Context: an optimization exercise on an open-source flow, tuned for small area, a short achievable clock period and few clock cycles. The choices shown serve that exercise and are no tape-out recipe. Function was checked by simulation only, so behaviour that the tests miss may differ from the original. Power and IR drop assume default switching activity.

==> trial 7: inputs <==
==> flow/design.v <==
package riscv_pkg;
    localparam logic [6:0] OP_R      = 7'b0110011;
    localparam logic [6:0] OP_I      = 7'b0010011;
    localparam logic [6:0] OP_LOAD   = 7'b0000011;
    localparam logic [6:0] OP_STORE  = 7'b0100011;
    localparam logic [6:0] OP_BRANCH = 7'b1100011;
    localparam logic [6:0] OP_SYSTEM = 7'b1110011;
    localparam logic [2:0] F3_ADD  = 3'b000;
    localparam logic [2:0] F3_SLT  = 3'b010;
    localparam logic [2:0] F3_OR   = 3'b110;
    localparam logic [2:0] F3_AND  = 3'b111;
    localparam logic [2:0] F3_BEQ  = 3'b000;
    localparam logic [2:0] F3_WORD = 3'b010;
    localparam logic [6:0] F7_BASE = 7'b0000000;
    localparam logic [6:0] F7_SUB  = 7'b0100000;
endpackage
import riscv_pkg::*;
module prefix_add #(
    parameter int W = 32
) (
    input  logic [W-1:0] a,
    input  logic [W-1:0] b,
    input  logic         ci,
    output logic [W-1:0] s
);
    logic [W-1:0] p, g, gg, pp, gn, pn;
    always_comb begin
        p  = a ^ b;
        g  = a & b;
        gg = g;
        gg[0] = g[0] | (p[0] & ci);
        pp = p;
        for (int d = 1; d < W; d = d * 2) begin
            gn = gg;
            pn = pp;
            for (int i = d; i < W; i++) begin
                gn[i] = gg[i] | (pp[i] & gg[i-d]);
                pn[i] = pp[i] & pp[i-d];
            end
            gg = gn;
            pp = pn;
        end
        s = p ^ {gg[W-2:0], ci};
    end
endmodule
module datapath_alu #(
    parameter int XLEN = 32
) (
    input  logic            sub_i,
    input  logic            and_i,
    input  logic            or_i,
    input  logic            slt_i,
    input  logic [XLEN-1:0] a_i,
    input  logic [XLEN-1:0] b_i,
    output logic [XLEN-1:0] y_o,
    output logic [XLEN-1:0] sum_o
);
    logic [XLEN-1:0] sum;
    logic            lt;
    prefix_add #(.W(XLEN)) u_add (
        .a  (a_i),
        .b  (sub_i ? ~b_i : b_i),
        .ci (sub_i),
        .s  (sum)
    );
    assign sum_o = sum;
    assign lt  = (a_i[XLEN-1] != b_i[XLEN-1]) ? a_i[XLEN-1] : sum[XLEN-1];
    assign y_o = and_i ? (a_i & b_i) :
                 or_i  ? (a_i | b_i) :
                 slt_i ? {{(XLEN-1){1'b0}}, lt} :
                         sum;
endmodule
import riscv_pkg::*;
module multicycle_datapath #(
    parameter int              XLEN     = 32,
    parameter int              NREG     = 32,
    parameter logic [XLEN-1:0] RESET_PC = '0
) (
    input  logic            clk,
    input  logic            reset,
    output logic            mem_req,
    output logic            mem_we,
    output logic [XLEN-1:0] mem_addr,
    output logic [XLEN-1:0] mem_wdata,
    input  logic            mem_ready,
    input  logic [XLEN-1:0] mem_rdata,
    output logic [XLEN-1:0] pc_out,
    output logic            retire,
    output logic            halted,
    output logic            illegal
);
    function automatic logic is_legal(input logic [6:0] opc, input logic [2:0] f3,
                                      input logic [6:0] f7);
        case (opc)
            OP_R:              is_legal = (f3 == F3_ADD && (f7 == F7_BASE || f7 == F7_SUB)) ||
                                          (f7 == F7_BASE && (f3 == F3_SLT || f3 == F3_OR || f3 == F3_AND));
            OP_I:              is_legal = f3 == F3_ADD || f3 == F3_OR || f3 == F3_AND;
            OP_LOAD, OP_STORE: is_legal = f3 == F3_WORD;
            OP_BRANCH:         is_legal = f3 == F3_BEQ;
            OP_SYSTEM:         is_legal = 1'b1;
            default:           is_legal = 1'b0;
        endcase
    endfunction
    localparam int RW = $clog2(NREG);
    logic            req_q, reqm_q, we_q;     
    logic            rpend_q;                 
    logic [XLEN-1:1] pc_f_q;                  
    logic            d_valid_q, d_pred_q;
    logic [31:0]     d_ir_q;
    logic            e_valid_q;
    logic [XLEN-1:1] e_pc_q;                  
    logic [XLEN-1:0] e_a_q, e_b_q;
    logic [11:0]     e_imm_q;                 
    logic [4:0]      e_rd_q, e_rs1_q, e_rs2_q;
    logic            e_sel_imm_q, e_fwd_a_q, e_fwd_b_q;
    logic            e_sub_q, e_and_q, e_or_q, e_slt_q;
    logic            e_wb_q, e_ld_q, e_st_q, e_br_q, e_pred_q, e_halt_q, e_ill_q;
    logic            m_valid_q, m_st_q;
    logic [XLEN-1:2] m_addr_q;
    logic [XLEN-1:0] m_wdata_q;
    logic [4:0]      m_rd_q;
    logic            w_we_q;
    logic [4:0]      w_rd_q;
    logic [XLEN-1:0] w_q;
    logic            retire_q, halted_q, illegal_q;
    logic [XLEN-1:1] pc_out_q;
    logic [XLEN-1:0] regs_q [1:NREG-1];
    logic            run_q;                   
    logic hold, f_acc, m_acc;
    assign hold  = req_q && !mem_ready;       
    assign f_acc = req_q && !reqm_q && mem_ready;
    assign m_acc = req_q && reqm_q && mem_ready;
    logic [XLEN-1:0] op_a, op_r2, alu_b, alu_y, alu_sum;
    logic [XLEN-1:1] e_pc4, e_pcb, e_npc, e_alt;
    logic            e_mem, e_eq, e_mis, e_stop, e_done, e_misp, e_takes_d, m_start;
    assign op_a  = e_fwd_a_q ? w_q : e_a_q;
    assign op_r2 = e_fwd_b_q ? w_q : e_b_q;
    assign alu_b = e_sel_imm_q ? {{(XLEN-12){e_imm_q[11]}}, e_imm_q} : op_r2;
    datapath_alu #(.XLEN(XLEN)) u_alu (
        .sub_i (e_sub_q),
        .and_i (e_and_q),
        .or_i  (e_or_q),
        .slt_i (e_slt_q),
        .a_i   (op_a),
        .b_i   (alu_b),
        .y_o   (alu_y),
        .sum_o (alu_sum)
    );
    prefix_add #(.W(XLEN-1)) u_pcb (
        .a  (e_pc_q),
        .b  ({{(XLEN-13){e_imm_q[11]}}, e_imm_q}),
        .ci (1'b0),
        .s  (e_pcb)
    );
    assign e_pc4     = e_pc_q + 1'b1 + 1'b1;
    assign e_eq      = e_fwd_a_q ? (e_fwd_b_q || w_q == e_b_q) :
                       e_fwd_b_q ? e_a_q == w_q : e_a_q == e_b_q;
    assign e_npc     = (e_br_q && e_eq) ? e_pcb : e_pc4;
    assign e_alt     = rpend_q ? e_pc_q : e_pred_q ? e_pc4 : e_pcb;
    assign e_mem     = e_ld_q | e_st_q;
    assign e_mis     = e_mem && (op_a[1:0] + e_imm_q[1:0]) != 2'b00;
    assign e_stop    = e_valid_q && !m_valid_q && (e_halt_q || e_mis);
    assign e_done    = e_valid_q && !m_valid_q && !e_halt_q && !e_mis;
    assign e_misp    = e_done && e_br_q && (e_eq != e_pred_q);
    assign e_takes_d = !m_valid_q && (!e_valid_q || e_done);
    assign m_start   = e_done && e_mem;
    logic            redirect, d_accept, d_load, halt_set, m_valid_n;
    logic [31:0]     w;
    logic            w_take, w_pred;
    logic [11:0]     w_lo;                    
    logic [XLEN-1:1] pc_f4;
    assign redirect = rpend_q || e_misp;
    assign d_accept = !d_valid_q || e_takes_d;
    assign d_load   = f_acc && !redirect && d_accept;
    assign pc_f4    = pc_f_q + 1'b1 + 1'b1;
    assign w      = mem_rdata[31:0];
    assign w_take = w[6:0] == OP_BRANCH && w[14:12] == F3_BEQ && (w[31] || w[19:15] == w[24:20]);
    prefix_add #(.W(12)) u_wlo (
        .a  (pc_f_q[12:1]),
        .b  ({w[31], w[7], w[30:25], w[11:8]}),
        .ci (1'b0),
        .s  (w_lo)
    );
    logic w_c11, w_cout;
    assign w_c11  = w_lo[11] ^ pc_f_q[12] ^ w[31];
    assign w_cout = (pc_f_q[12] && w[31]) || ((pc_f_q[12] ^ w[31]) && w_c11);
    assign w_pred = w_take && (w_cout == w[31]);
    assign halt_set  = e_stop && !hold;
    assign m_valid_n = (m_valid_q && !m_acc) || m_start;
    logic [6:0]      d_opc, d_f7;
    logic [2:0]      d_f3;
    logic [4:0]      d_rd, d_rs1, d_rs2;
    logic [XLEN-1:0] d_a, d_b, d_immb;
    logic            d_legal, d_is_r, d_is_i, d_is_ld, d_is_st, d_is_br, d_is_sys;
    assign d_opc = d_ir_q[6:0];
    assign d_rd  = d_ir_q[11:7];
    assign d_f3  = d_ir_q[14:12];
    assign d_rs1 = d_ir_q[19:15];
    assign d_rs2 = d_ir_q[24:20];
    assign d_f7  = d_ir_q[31:25];
    assign d_immb = {{(XLEN-13){d_ir_q[31]}}, d_ir_q[31], d_ir_q[7], d_ir_q[30:25],
                     d_ir_q[11:8], 1'b0};
    assign d_legal  = is_legal(d_opc, d_f3, d_f7);
    assign d_is_r   = d_opc == OP_R;
    assign d_is_i   = d_opc == OP_I;
    assign d_is_ld  = d_opc == OP_LOAD;
    assign d_is_st  = d_opc == OP_STORE;
    assign d_is_br  = d_opc == OP_BRANCH;
    assign d_is_sys = d_opc == OP_SYSTEM;
    logic [XLEN-1:0] rf_a, rf_b;
    always_comb begin
        rf_a = '0;
        rf_b = '0;
        for (int i = 1; i < NREG; i++) begin
            rf_a = rf_a | ({XLEN{d_rs1 == i[4:0]}} & regs_q[i]);
            rf_b = rf_b | ({XLEN{d_rs2 == i[4:0]}} & regs_q[i]);
        end
    end
    assign d_a = (w_we_q && w_rd_q == d_rs1) ? w_q : rf_a;
    assign d_b = (w_we_q && w_rd_q == d_rs2) ? w_q : rf_b;
    assign mem_req   = req_q;
    assign mem_we    = we_q;
    assign mem_addr  = reqm_q ? {m_addr_q, 2'b00} : {pc_f_q, 1'b0};
    assign mem_wdata = m_wdata_q;
    assign pc_out    = {pc_out_q, 1'b0};
    assign retire    = retire_q;
    assign halted    = halted_q;
    assign illegal   = illegal_q;
    always_ff @(posedge clk or negedge reset) begin
        if (!reset) begin
            req_q     <= 1'b0;
            reqm_q    <= 1'b0;
            we_q      <= 1'b0;
            rpend_q   <= 1'b0;
            pc_f_q    <= RESET_PC[XLEN-1:1];
            e_pc_q    <= RESET_PC[XLEN-1:1];
            d_valid_q <= 1'b0;
            e_valid_q <= 1'b0;
            m_valid_q <= 1'b0;
            w_we_q    <= 1'b0;
            retire_q  <= 1'b0;
            halted_q  <= 1'b0;
            illegal_q <= 1'b0;
        end else begin
            if (!hold) begin
                req_q  <= m_valid_n || !(halted_q || halt_set);
                reqm_q <= m_valid_n;
                we_q   <= m_valid_n && (m_valid_q ? m_st_q : e_st_q);
            end
            rpend_q   <= redirect && hold;
            if (redirect && !hold)
                pc_f_q <= e_alt;
            else if (d_load)
                pc_f_q <= w_pred ? {pc_f_q[XLEN-1:13], w_lo} : pc_f4;
            if (d_load)                d_valid_q <= 1'b1;
            else if (e_misp || e_takes_d) d_valid_q <= 1'b0;
            if (e_misp)                e_valid_q <= 1'b0;
            else if (e_takes_d)        e_valid_q <= d_valid_q;
            if (e_done)                e_pc_q    <= e_npc;
            m_valid_q <= m_valid_n;
            w_we_q    <= e_done && e_wb_q;
            retire_q  <= e_done;
            if (halt_set) begin
                halted_q  <= 1'b1;
                illegal_q <= e_ill_q || e_mis;
            end
        end
    end
    always_ff @(posedge clk) begin
        pc_out_q <= e_pc_q;
        w_q      <= alu_y;
        w_rd_q   <= e_rd_q;
        if (d_load) begin
            d_ir_q   <= w;
            d_pred_q <= w_pred;
        end
        if (e_takes_d && d_valid_q) begin
            e_a_q       <= d_a;
            e_b_q       <= d_b;
            e_imm_q     <= d_is_st ? {d_f7, d_rd} : d_is_br ? d_immb[12:1] : d_ir_q[31:20];
            e_rd_q      <= d_rd;
            e_rs1_q     <= d_rs1;
            e_rs2_q     <= d_rs2;
            e_sel_imm_q <= !(d_is_r || d_is_br);
            e_fwd_a_q   <= e_valid_q && e_wb_q && e_rd_q == d_rs1;
            e_fwd_b_q   <= e_valid_q && e_wb_q && e_rd_q == d_rs2;
            e_sub_q     <= d_is_r && (d_f7 == F7_SUB || d_f3 == F3_SLT);
            e_and_q     <= (d_is_r || d_is_i) && d_f3 == F3_AND;
            e_or_q      <= (d_is_r || d_is_i) && d_f3 == F3_OR;
            e_slt_q     <= d_is_r && d_f3 == F3_SLT;
            e_wb_q      <= d_legal && (d_is_r || d_is_i) && d_rd != '0;
            e_ld_q      <= d_legal && d_is_ld;
            e_st_q      <= d_legal && d_is_st;
            e_br_q      <= d_legal && d_is_br;
            e_pred_q    <= d_pred_q;
            e_halt_q    <= !d_legal || d_is_sys;
            e_ill_q     <= !d_legal;
        end else if (m_acc && m_rd_q != '0) begin
            if (m_rd_q == e_rs1_q) e_a_q <= mem_rdata;
            if (m_rd_q == e_rs2_q) e_b_q <= mem_rdata;
        end
        if (!m_valid_q) begin
            m_st_q    <= e_st_q;
            m_addr_q  <= alu_sum[XLEN-1:2];
            m_wdata_q <= op_r2;
            m_rd_q    <= e_ld_q ? e_rd_q : '0;
        end
    end
    logic            rf_we;
    logic [4:0]      rf_wa;
    logic [XLEN-1:0] rf_wd;
    assign rf_we = m_valid_q ? (m_acc && m_rd_q != '0) : w_we_q;
    assign rf_wa = m_valid_q ? m_rd_q : w_rd_q;
    assign rf_wd = m_valid_q ? mem_rdata : w_q;
    always_ff @(posedge clk or negedge reset) begin
        if (!reset) run_q <= 1'b0;
        else        run_q <= 1'b1;
    end
    always_ff @(posedge clk) begin
        for (int i = 1; i < NREG; i++)
            if (!run_q || (rf_we && rf_wa == i[4:0])) regs_q[i] <= run_q ? rf_wd : '0;
    end
endmodule
==> flow/run.sh <==
#!/bin/bash
# synth_recipe.tcl (not shown) runs the flow's synth.tcl, then flattens the netlist and writes it again
# the make line also repeats each setting of config.mk as NAME=value (left out here)
make -C /OpenROAD-flow-scripts/flow DESIGN_CONFIG=/design/flow/config.mk WORK_HOME=/design/flow/orfs CLKGATE_MAP_FILE= SYNTH_SCRIPT=/design/flow/synth_recipe.tcl finish
==> flow/config.mk <==
export PLATFORM = sky130hd
export DESIGN_NAME = multicycle_datapath
export DESIGN_NICKNAME = multicycle_datapath
export VERILOG_FILES = /design/flow/design.v
export SDC_FILE = /design/flow/constraint.sdc
export NUM_CORES = 4
export LEC_CHECK = 0
export CAP_MARGIN = 20
export CORE_MARGIN = 2
export CORE_UTILIZATION = 35
export PLACE_DENSITY = 0.45
export SETUP_SLACK_MARGIN = 5
export SLEW_MARGIN = 20
export TNS_END_PERCENT = 0
==> flow/constraint.sdc <==
create_clock -name core_clock -period 8.0 [get_ports {clk}]
set_input_delay 1.6000 -clock core_clock [delete_from_list [all_inputs] [get_ports {clk}]]
set_output_delay 1.6000 -clock core_clock [all_outputs]
set_load 0.01 [all_outputs]
==> build 2: changes against trial 7 <==
--- a/flow/design.v
+++ b/flow/design.v
@@ -109,2 +109,4 @@
     logic [31:0]     d_ir_q;
+    logic [3:0]      d_s1h_q, d_s2h_q;        
+    logic [7:0]      d_s1l_q, d_s2l_q;        
     logic            e_valid_q;
@@ -214,4 +216,4 @@
         for (int i = 1; i < NREG; i++) begin
-            rf_a = rf_a | ({XLEN{d_rs1 == i[4:0]}} & regs_q[i]);
-            rf_b = rf_b | ({XLEN{d_rs2 == i[4:0]}} & regs_q[i]);
+            rf_a = rf_a | ({XLEN{d_s1h_q[i/8] && d_s1l_q[i%8]}} & regs_q[i]);
+            rf_b = rf_b | ({XLEN{d_s2h_q[i/8] && d_s2l_q[i%8]}} & regs_q[i]);
         end
@@ -274,2 +276,10 @@
             d_ir_q   <= w;
+            for (int j = 0; j < 4; j++) begin
+                d_s1h_q[j] <= w[19:18] == j[1:0];
+                d_s2h_q[j] <= w[24:23] == j[1:0];
+            end
+            for (int j = 0; j < 8; j++) begin
+                d_s1l_q[j] <= w[17:15] == j[2:0];
+                d_s2l_q[j] <= w[22:20] == j[2:0];
+            end
             d_pred_q <= w_pred;
--- a/flow/config.mk
+++ b/flow/config.mk
@@ -11,4 +11,4 @@
 export PLACE_DENSITY = 0.45
-export SETUP_SLACK_MARGIN = 5
+export SETUP_SLACK_MARGIN = 4
 export SLEW_MARGIN = 20
-export TNS_END_PERCENT = 0
+export TNS_END_PERCENT = 5
==> build 36: changes against trial 7 <==
--- a/flow/design.v
+++ b/flow/design.v
@@ -54,4 +54,3 @@
     input  logic [XLEN-1:0] b_i,
-    output logic [XLEN-1:0] y_o,
-    output logic [XLEN-1:0] sum_o
+    output logic [XLEN-1:0] y_o
 );
@@ -65,3 +64,2 @@
     );
-    assign sum_o = sum;
     assign lt  = (a_i[XLEN-1] != b_i[XLEN-1]) ? a_i[XLEN-1] : sum[XLEN-1];
@@ -127,3 +125,3 @@
     logic [XLEN-1:0] regs_q [1:NREG-1];
-    logic            run_q;                   
+    logic [NREG-1:1] rv_q;                    
     logic hold, f_acc, m_acc;
@@ -132,3 +130,3 @@
     assign m_acc = req_q && reqm_q && mem_ready;
-    logic [XLEN-1:0] op_a, op_r2, alu_b, alu_y, alu_sum;
+    logic [XLEN-1:0] op_a, op_r2, alu_b, alu_y;
     logic [XLEN-1:1] e_pc4, e_pcb, e_npc, e_alt;
@@ -145,4 +143,3 @@
         .b_i   (alu_b),
-        .y_o   (alu_y),
-        .sum_o (alu_sum)
+        .y_o   (alu_y)
     );
@@ -155,4 +152,3 @@
     assign e_pc4     = e_pc_q + 1'b1 + 1'b1;
-    assign e_eq      = e_fwd_a_q ? (e_fwd_b_q || w_q == e_b_q) :
-                       e_fwd_b_q ? e_a_q == w_q : e_a_q == e_b_q;
+    assign e_eq      = op_a == op_r2;
     assign e_npc     = (e_br_q && e_eq) ? e_pcb : e_pc4;
@@ -214,4 +210,4 @@
         for (int i = 1; i < NREG; i++) begin
-            rf_a = rf_a | ({XLEN{d_rs1 == i[4:0]}} & regs_q[i]);
-            rf_b = rf_b | ({XLEN{d_rs2 == i[4:0]}} & regs_q[i]);
+            rf_a = rf_a | ({XLEN{d_rs1 == i[4:0] && rv_q[i]}} & regs_q[i]);
+            rf_b = rf_b | ({XLEN{d_rs2 == i[4:0] && rv_q[i]}} & regs_q[i]);
         end
@@ -303,3 +299,3 @@
             m_st_q    <= e_st_q;
-            m_addr_q  <= alu_sum[XLEN-1:2];
+            m_addr_q  <= alu_y[XLEN-1:2];
             m_wdata_q <= op_r2;
@@ -315,8 +311,7 @@
     always_ff @(posedge clk or negedge reset) begin
-        if (!reset) run_q <= 1'b0;
-        else        run_q <= 1'b1;
+        if (!reset) rv_q <= '0;
+        else if (rf_we) rv_q[rf_wa[RW-1:0]] <= 1'b1;
     end
     always_ff @(posedge clk) begin
-        for (int i = 1; i < NREG; i++)
-            if (!run_q || (rf_we && rf_wa == i[4:0])) regs_q[i] <= run_q ? rf_wd : '0;
+        if (rf_we) regs_q[rf_wa[RW-1:0]] <= rf_wd;
     end
--- a/flow/config.mk
+++ b/flow/config.mk
@@ -10,2 +10,4 @@
 export CORE_UTILIZATION = 35
+export CTS_CLUSTER_DIAMETER = 80
+export CTS_CLUSTER_SIZE = 40
 export PLACE_DENSITY = 0.45
@@ -13,2 +15,2 @@
 export SLEW_MARGIN = 20
-export TNS_END_PERCENT = 0
+export TNS_END_PERCENT = 100
==> run notes <==
metric                                                                                    build 36         trial 7         build 2
Worst IR drop on VDD                                                                      0.200 mV        0.151 mV        0.249 mV
Post-cts sizing count                                                                        1,256             328              47
Non-filler cells, final                                                                      8,227           7,774           7,769
CTS buffer count                                                                                93             153             155
Met2 global-route usage                                                                      55.7%           53.4%           53.1%
Die area                                                                              189,000 um^2    183,000 um^2    187,000 um^2
Result of the run                                                                   finished clean  finished clean  finished clean
Met3 layer wire length in the routed design                                              50,300 um       47,300 um       43,800 um
Minimum clock period                                                                       4.12 ns         4.04 ns         4.50 ns
Combinational cell power                                                                   9.21 mW         9.04 mW         9.63 mW
Final-layout non-clock buffer area share                                                     12.1%           5.98%           4.51%
Worst-margin pin slew                                                                      1.06 ns         1.13 ns         1.23 ns
Setup slack after layout                                                                   3.88 ns         3.96 ns         3.50 ns
Startpoint type of the worst setup path                                                       flop            flop       input pin
CP Buf/Inv Count                                                                                 2               1               2
Clock Skew                                                                               0.0662 ns       0.0544 ns       0.0449 ns
Pre-CTS WS                                                                                 2.24 ns         2.58 ns         2.42 ns
Via count of the first global-routing pass                                                   53.1k           51.0k           50.8k
Number of distinct library cell variants in the gate-level netlist after synthesis              83              88              90
Testbench counts of trial 7, summed over its fixed seeds: cycles 45,162.
Testbench counts of build 2, summed over its fixed seeds: cycles 45,162.
Testbench counts of build 36, summed over its fixed seeds: cycles 45,162.

port drivers added, routing unchanged:
How much do the figures lean on ideal ports? The routed layouts below were timed once more, with nothing changed but the port constraints. Step 1 sets driving cells, clkbuf_16 on the clock port and buf_2 on the other inputs (assumed; they add their load-dependent delay and slew). Step 2 also shifts input and output timing later by t, the mid clock arrival at the registers, as if the neighbouring blocks saw the same clock. Slacks: no drivers / after step 1 / after step 2; pairs: no drivers / after step 1.
run | t (ns) | slack for setup (ns) | hold slack, ns | worst data-port slew with drivers (ns) | cell pins on the clock port's net
trial 7 | 0.905 | 3.958 / 3.958 / 3.192 | 0.450 / 0.450 / 0.450 | 0.10 | 1
build 2 | 0.903 | 3.499 / 3.546 / 2.654 | 0.455 / 0.455 / 0.455 | 0.07 | 1
build 36 | 0.883 | 3.884 / 3.884 / 3.505 | 0.468 / 0.468 / 0.468 | 0.06 | 1
After both steps every run listed still meets setup and hold. For build 2, which loses most, drivers alone change the setup slack by +0.047 ns; drivers and shift together by -0.845 ns.
